Background: an optimization exercise with open tools, aiming at small area, a short achievable clock period and few clock cycles per item. Do not read the settings as production practice.
Where RTL was checked, it was by simulation tests only, not by an equivalence proof against the original.

## sha1_core
module sha1_core (
	input  logic              clk,
	input  logic              reset,
	input  logic              start,
	input  sha1_pkg::block_t  block,
	output logic              busy,
	output logic              done,
	output sha1_pkg::digest_t hash
);
For scale: about 720 flip-flops, ~680 I/O pins.
Settings: LEC_CHECK=0, CAP_MARGIN=20, CORE_MARGIN=2, CORE_UTILIZATION=40, SETUP_SLACK_MARGIN=2.5, SLEW_MARGIN=20; clock period 8.5 ns.
run.sh (not shown) runs the stock make flow with config.mk's settings and CLKGATE_MAP_FILE= SYNTH_SCRIPT=/design/flow/synth_recipe.tcl, a recipe that flattens the netlist after the stock synthesis.
Edit:
- ABC_AREA: unset -> 1
=> The changed run finished with timing, DRC and antenna clean. Global-route usage came out higher by 8.0 points. Die area is higher by a few percent. Count of clock-buffer cells in the layout increases by 9. First-iteration DRC count went up by well over a third. Register-to-register slack improved by 0.68 ns. Utilization went down by 0.90 points. Maximum frequency went up by roughly a tenth.
No run of this note included a check of the RTL's function; only the layout flow was run.

========
rev 12:
sha1_core, a different RTL version from the one above (not shown whole).
For scale: ~4,400 cells after synthesis, ~690 flip-flops, ~680 I/O pins, roughly 38,000 um2 of cells after synthesis.
==> flow/config.mk <==
export PLATFORM = sky130hd
export DESIGN_NAME = sha1_core
export DESIGN_NICKNAME = sha1_core
export VERILOG_FILES = /design/flow/design.v
export SDC_FILE = /design/flow/constraint.sdc
export NUM_CORES = 4
export LEC_CHECK = 0
export ABC_AREA = 1
export CAP_MARGIN = 20
export CORE_MARGIN = 2
export CORE_UTILIZATION = 65
export CTS_CLUSTER_DIAMETER = 150
export CTS_CLUSTER_SIZE = 18
export SETUP_SLACK_MARGIN = 4
export SLEW_MARGIN = 20
export BUFFER_PORTS_ARGS = -buffer_cell sky130_fd_sc_hd__buf_1
==> flow/constraint.sdc <==
create_clock -name core_clock -period 8.5 [get_ports {clk}]
set_input_delay 1.7000 -clock core_clock [delete_from_list [all_inputs] [get_ports {clk}]]
set_output_delay 1.7000 -clock core_clock [all_outputs]
set_load 0.01 [all_outputs]
standard.sh (not shown) runs the stock make flow with config.mk's settings and CLKGATE_MAP_FILE= SYNTH_SCRIPT=/design/flow/synth_recipe.tcl, a recipe that flattens the netlist after the stock synthesis.
==> flow/flow/run.sh <==
#!/bin/bash
# Standard layout, with plain buf_1 cells as the port buffers.
set -e
cp standard.sh standard_sh.log
cp config.mk config_mk.log
echo 'export BUFFER_PORTS_ARGS = -buffer_cell sky130_fd_sc_hd__buf_1' >> config.mk
bash standard.sh > standard.log 2>&1
Testbench counts of rev 12, summed over its fixed seeds: cycles 5,248, items 128.
### rev 12 -> rev 13
- CORE_UTILIZATION: 65 -> 55
[summary]
Global-route usage over all layers: higher on rev 12. Number of setup violations in the final report: rev 12 vs rev 13 identical. As of rev 13, number of antenna violations at the first check in global routing had fallen by more than a quarter compared to rev 12.

========
The RTL this note starts from:
==> flow/design.v <==
`default_nettype none
package sha1_pkg;
	localparam int word_bits    = 32;
	localparam int block_words  = 16;
	localparam int digest_words = 5;
	typedef logic [word_bits-1:0]              word_t;
	typedef logic [block_words*word_bits-1:0]  block_t;
	typedef logic [digest_words*word_bits-1:0] digest_t;
	typedef logic [1:0] group_t;
	localparam digest_t init_hash = {
		32'h67452301,
		32'hEFCDAB89,
		32'h98BADCFE,
		32'h10325476,
		32'hC3D2E1F0
	};
	localparam logic [4*word_bits-1:0] k_const = {
		32'hCA62C1D6,
		32'h8F1BBCDC,
		32'h6ED9EBA1,
		32'h5A827999
	};
	localparam int round_count = 80;
	localparam int group_len   = 20;
endpackage
`default_nettype wire
`default_nettype none
`timescale 1ns/10ps
module sha1_core (
	input  logic              clk,
	input  logic              reset,
	input  logic              start,
	input  sha1_pkg::block_t  block,
	output logic              busy,
	output logic              done,
	output sha1_pkg::digest_t hash
);
	localparam logic [31:0] iv_a = sha1_pkg::init_hash[159:128];
	localparam logic [31:0] iv_b = sha1_pkg::init_hash[127:96];
	localparam logic [31:0] iv_c = sha1_pkg::init_hash[95:64];
	localparam logic [31:0] iv_d = sha1_pkg::init_hash[63:32];
	localparam logic [31:0] iv_e = sha1_pkg::init_hash[31:0];
	localparam logic [31:0] k0   = sha1_pkg::k_const[31:0];
	localparam logic [31:0] z0   = ((iv_b & iv_c) | (~iv_b & iv_d)) + iv_e + k0;
	function automatic logic [31:0] rotl5(input logic [31:0] x);
		rotl5 = {x[26:0], x[31:27]};
	endfunction
	function automatic logic [31:0] rotl30(input logic [31:0] x);
		rotl30 = {x[1:0], x[31:2]};
	endfunction
	function automatic logic [31:0] rotl1(input logic [31:0] x);
		rotl1 = {x[30:0], x[31]};
	endfunction
	function automatic logic [31:0] kof(input logic [1:0] g);
		kof = sha1_pkg::k_const[g*32 +: 32];
	endfunction
	function automatic logic [1:0] gof(input logic [5:0] t);
		if (t < 6'd10)
			gof = 2'd0;
		else if (t < 6'd20)
			gof = 2'd1;
		else if (t < 6'd30)
			gof = 2'd2;
		else
			gof = 2'd3;
	endfunction
	function automatic logic [31:0] fof(input logic ch, input logic maj,
		input logic [31:0] x, input logic [31:0] y, input logic [31:0] z);
		if (ch)
			fof = (x & y) | (~x & z);
		else if (maj)
			fof = (x & y) | (x & z) | (y & z);
		else
			fof = x ^ y ^ z;
	endfunction
	logic           idle;
	logic           accept;
	logic           last;
	logic [5:0]     cnt;
	logic [1:0]     g_cur;       
	logic [1:0]     g_nxt;       
	logic           cur_ch, cur_maj, nxt_ch, nxt_maj;
	logic           fin;         
	logic [31:0]    a, b, c, d, p;
	logic [31:0]    win [16];
	logic [31:0]    x [18];
	logic [31:0]    a1, a2;
	logic [31:0]    z1s, z1c, t1, t2;
	logic [31:0]    s2, c2;
	logic [31:0]    f2, cn, kn, wn, ps, pc, fx, fy, sx, cx, sy, cy, s4, c4, s3, c3, p_next;
	assign accept = start && !busy;
	assign last   = (cnt == 6'd39);
	always_comb
	begin
		for (int i = 0; i < 16; i++)
			x[i] = win[i];
		for (int j = 0; j < 2; j++)
			x[16 + j] = rotl1(x[13 + j] ^ x[8 + j] ^ x[2 + j] ^ x[j]);
	end
	assign a1 = rotl5(a) + p;
	always_comb
	begin
		t1  = fof(cur_ch, cur_maj, a, rotl30(b), c);
		t2  = fin ? (kof(2'd3) + iv_a) : kof(g_cur);
		s2  = t1 ^ t2 ^ d;
		c2  = {((t1 & t2) | (t1 & d) | (t2 & d)), 1'b0} ;
		z1s = s2 ^ c2 ^ x[1];
		z1c = {((s2 & c2) | (s2 & x[1]) | (c2 & x[1])), 1'b0};
	end
	always_comb
	begin
		s3 = rotl5(a1) ^ z1s ^ z1c;
		c3 = {((rotl5(a1) & z1s) | (rotl5(a1) & z1c) | (z1s & z1c)), 1'b0};
	end
	assign a2 = s3 + c3;
	always_comb
	begin
		if (!busy)
		begin
			kn = z0;
			wn = block[511:480];
		end
		else if (fin)
		begin
			kn = iv_e;
			wn = 32'd0;
		end
		else
		begin
			kn = kof(g_nxt);
			wn = x[2];
		end
		cn = c & {32{busy}};
		ps = cn ^ kn ^ wn;
		pc = {((cn & kn) | (cn & wn) | (kn & wn)), 1'b0};
		fy = fof(nxt_ch, nxt_maj, 32'd0, rotl30(a), rotl30(b)) & {32{busy && !fin}};
		fx = fof(nxt_ch, nxt_maj, 32'hFFFFFFFF, rotl30(a), rotl30(b)) & {32{busy && !fin}};
		for (int i = 0; i < 32; i++)
			f2[i] = a1[i] ? fx[i] : fy[i];
		s4 = f2 ^ ps ^ pc;
		c4 = (f2 & ps) | (f2 & pc) | (ps & pc);
	end
	assign p_next = s4 + {c4[30:0], 1'b0};
	always_ff @(posedge clk)
	begin
		p <= p_next;
		for (int i = 0; i < 16; i++)
			win[i] <= (x[i + 2] & {32{busy}}) | (block[(15 - i) * 32 +: 32] & {32{idle}});
		if (!busy)
		begin
			a       <= iv_a;
			b       <= iv_b;
			c       <= iv_c;
			d       <= iv_d;
			cnt     <= 6'd0;
			g_cur   <= 2'd0;
			g_nxt   <= 2'd0;
			cur_ch  <= 1'b1;
			cur_maj <= 1'b0;
			nxt_ch  <= 1'b1;
			nxt_maj <= 1'b0;
			fin     <= 1'b0;
		end
		else
		begin
			a       <= a2;
			b       <= a1;
			c       <= rotl30(a);
			d       <= rotl30(b);
			cnt     <= cnt + 6'd1;
			g_cur   <= g_nxt;
			g_nxt   <= gof(cnt + 6'd2);
			cur_ch  <= nxt_ch;
			cur_maj <= nxt_maj;
			nxt_ch  <= (gof(cnt + 6'd2) == 2'd0);
			nxt_maj <= (gof(cnt + 6'd2) == 2'd2);
			fin     <= (cnt == 6'd38);
		end
	end
	always_ff @(posedge clk)
	begin
		if (reset)
		begin
			busy <= 1'b0;
			idle <= 1'b1;
			done <= 1'b0;
		end
		else
		begin
			done <= busy && last;
			busy <= accept || (busy && !last);
			idle <= !(accept || (busy && !last));
		end
	end
	assign hash = {a, b + iv_b, c + iv_c, d + iv_d, p};
endmodule
`default_nettype wire
export LEC_CHECK = 0
export ABC_AREA = 1
export CAP_MARGIN = 20
export CORE_MARGIN = 2
export CORE_UTILIZATION = 40
export CTS_CLUSTER_DIAMETER = 150
export CTS_CLUSTER_SIZE = 20
export SETUP_SLACK_MARGIN = 4.5
export SLEW_MARGIN = 20
export BUFFER_PORTS_ARGS = -buffer_cell sky130_fd_sc_hd__buf_1
create_clock -name core_clock -period 8.5 [get_ports {clk}]
Scripts as last shown in full above: flow/flow/run.sh
The starting point finished with timing, DRC and antenna clean.
==> next run, changes <==
--- a/flow/config.mk
+++ b/flow/config.mk
@@ -13,3 +13,3 @@
 export CTS_CLUSTER_SIZE = 20
-export SETUP_SLACK_MARGIN = 4.5
+export SETUP_SLACK_MARGIN = 4
 export SLEW_MARGIN = 20
After rerunning:
- die area is unchanged
- register-to-register slack is worse by 0.07 ns
- final cell count decreases by 3.7%
- sequential share of layout area increases by 2.9 points
- area after synthesis is unchanged
- non-clock buffer count decreases by 250
- critical path depth increases by 3
==> next run, changes <==
--- a/flow/config.mk
+++ b/flow/config.mk
@@ -15,2 +15,3 @@
 export SLEW_MARGIN = 20
+export TNS_END_PERCENT = 20
 export BUFFER_PORTS_ARGS = -buffer_cell sky130_fd_sc_hd__buf_1
=>
- The changed run went through all stages and came out clean
- clock skew goes down by 0.0040 ns
- worst setup slack is better by 0.012 ns
- via count barely changes
- first-iteration DRC count climbs by 6.2%
- final area came out lower by 0.70%
No run of this note included a check of the RTL's function; only the layout flow was run.

-- afterwards: timing with drivers on the ports --
The flow's constraints put no driver on any port. The routed layouts listed below were extracted and timed again, unchanged, in two steps. Step 1 (the two cells are an assumption about what drives the block):
set clk [get_ports {clk}]
set_driving_cell -lib_cell sky130_fd_sc_hd__clkbuf_16 $clk
set_driving_cell -lib_cell sky130_fd_sc_hd__buf_2 [delete_from_list [all_inputs] $clk]
Step 2 moves the port delays by t, midway between the first and last clock arrival at a register: inputs arrive t later, outputs are due t later. That takes back most of the time a late clock gives input paths. a / b / c = ideal / step 1 / step 2; a / b = the first two.
run | t (ns) | slack for setup (ns) | hold slack, ns | worst setup path after step 2 | worst register clock-pin slew, ns
the first run of note 1 | 0.724 | 1.872 / 1.872 / 1.872 | 0.414 / 0.414 / 0.414 | register to register | 0.06 / 0.06
the second run of note 1 | 0.745 | 2.555 / 2.555 / 2.555 | 0.414 / 0.414 / 0.414 | register to register | 0.07 / 0.07
rev 12 | 0.690 | 3.958 / 3.922 / 3.372 | 0.452 / 0.452 / 0.452 | input to register | 0.10 / 0.10
rev 13 | 0.688 | 4.024 / 3.970 / 3.416 | 0.445 / 0.445 / 0.445 | input to register | 0.10 / 0.10
the first run of note 3 | 0.704 | 4.029 / 4.029 / 3.589 | 0.445 / 0.445 / 0.445 | input to register | 0.11 / 0.11
the second run of note 3 | 0.699 | 3.957 / 3.957 / 3.410 | 0.441 / 0.441 / 0.441 | input to register | 0.11 / 0.11
the third run of note 3 | 0.701 | 3.970 / 3.940 / 3.279 | 0.439 / 0.439 / 0.439 | input to register | 0.11 / 0.11
After both steps setup and hold are still met in every run listed. For the third run of note 3, which loses most, drivers alone change the setup slack by -0.030 ns; drivers and shift together by -0.691 ns.
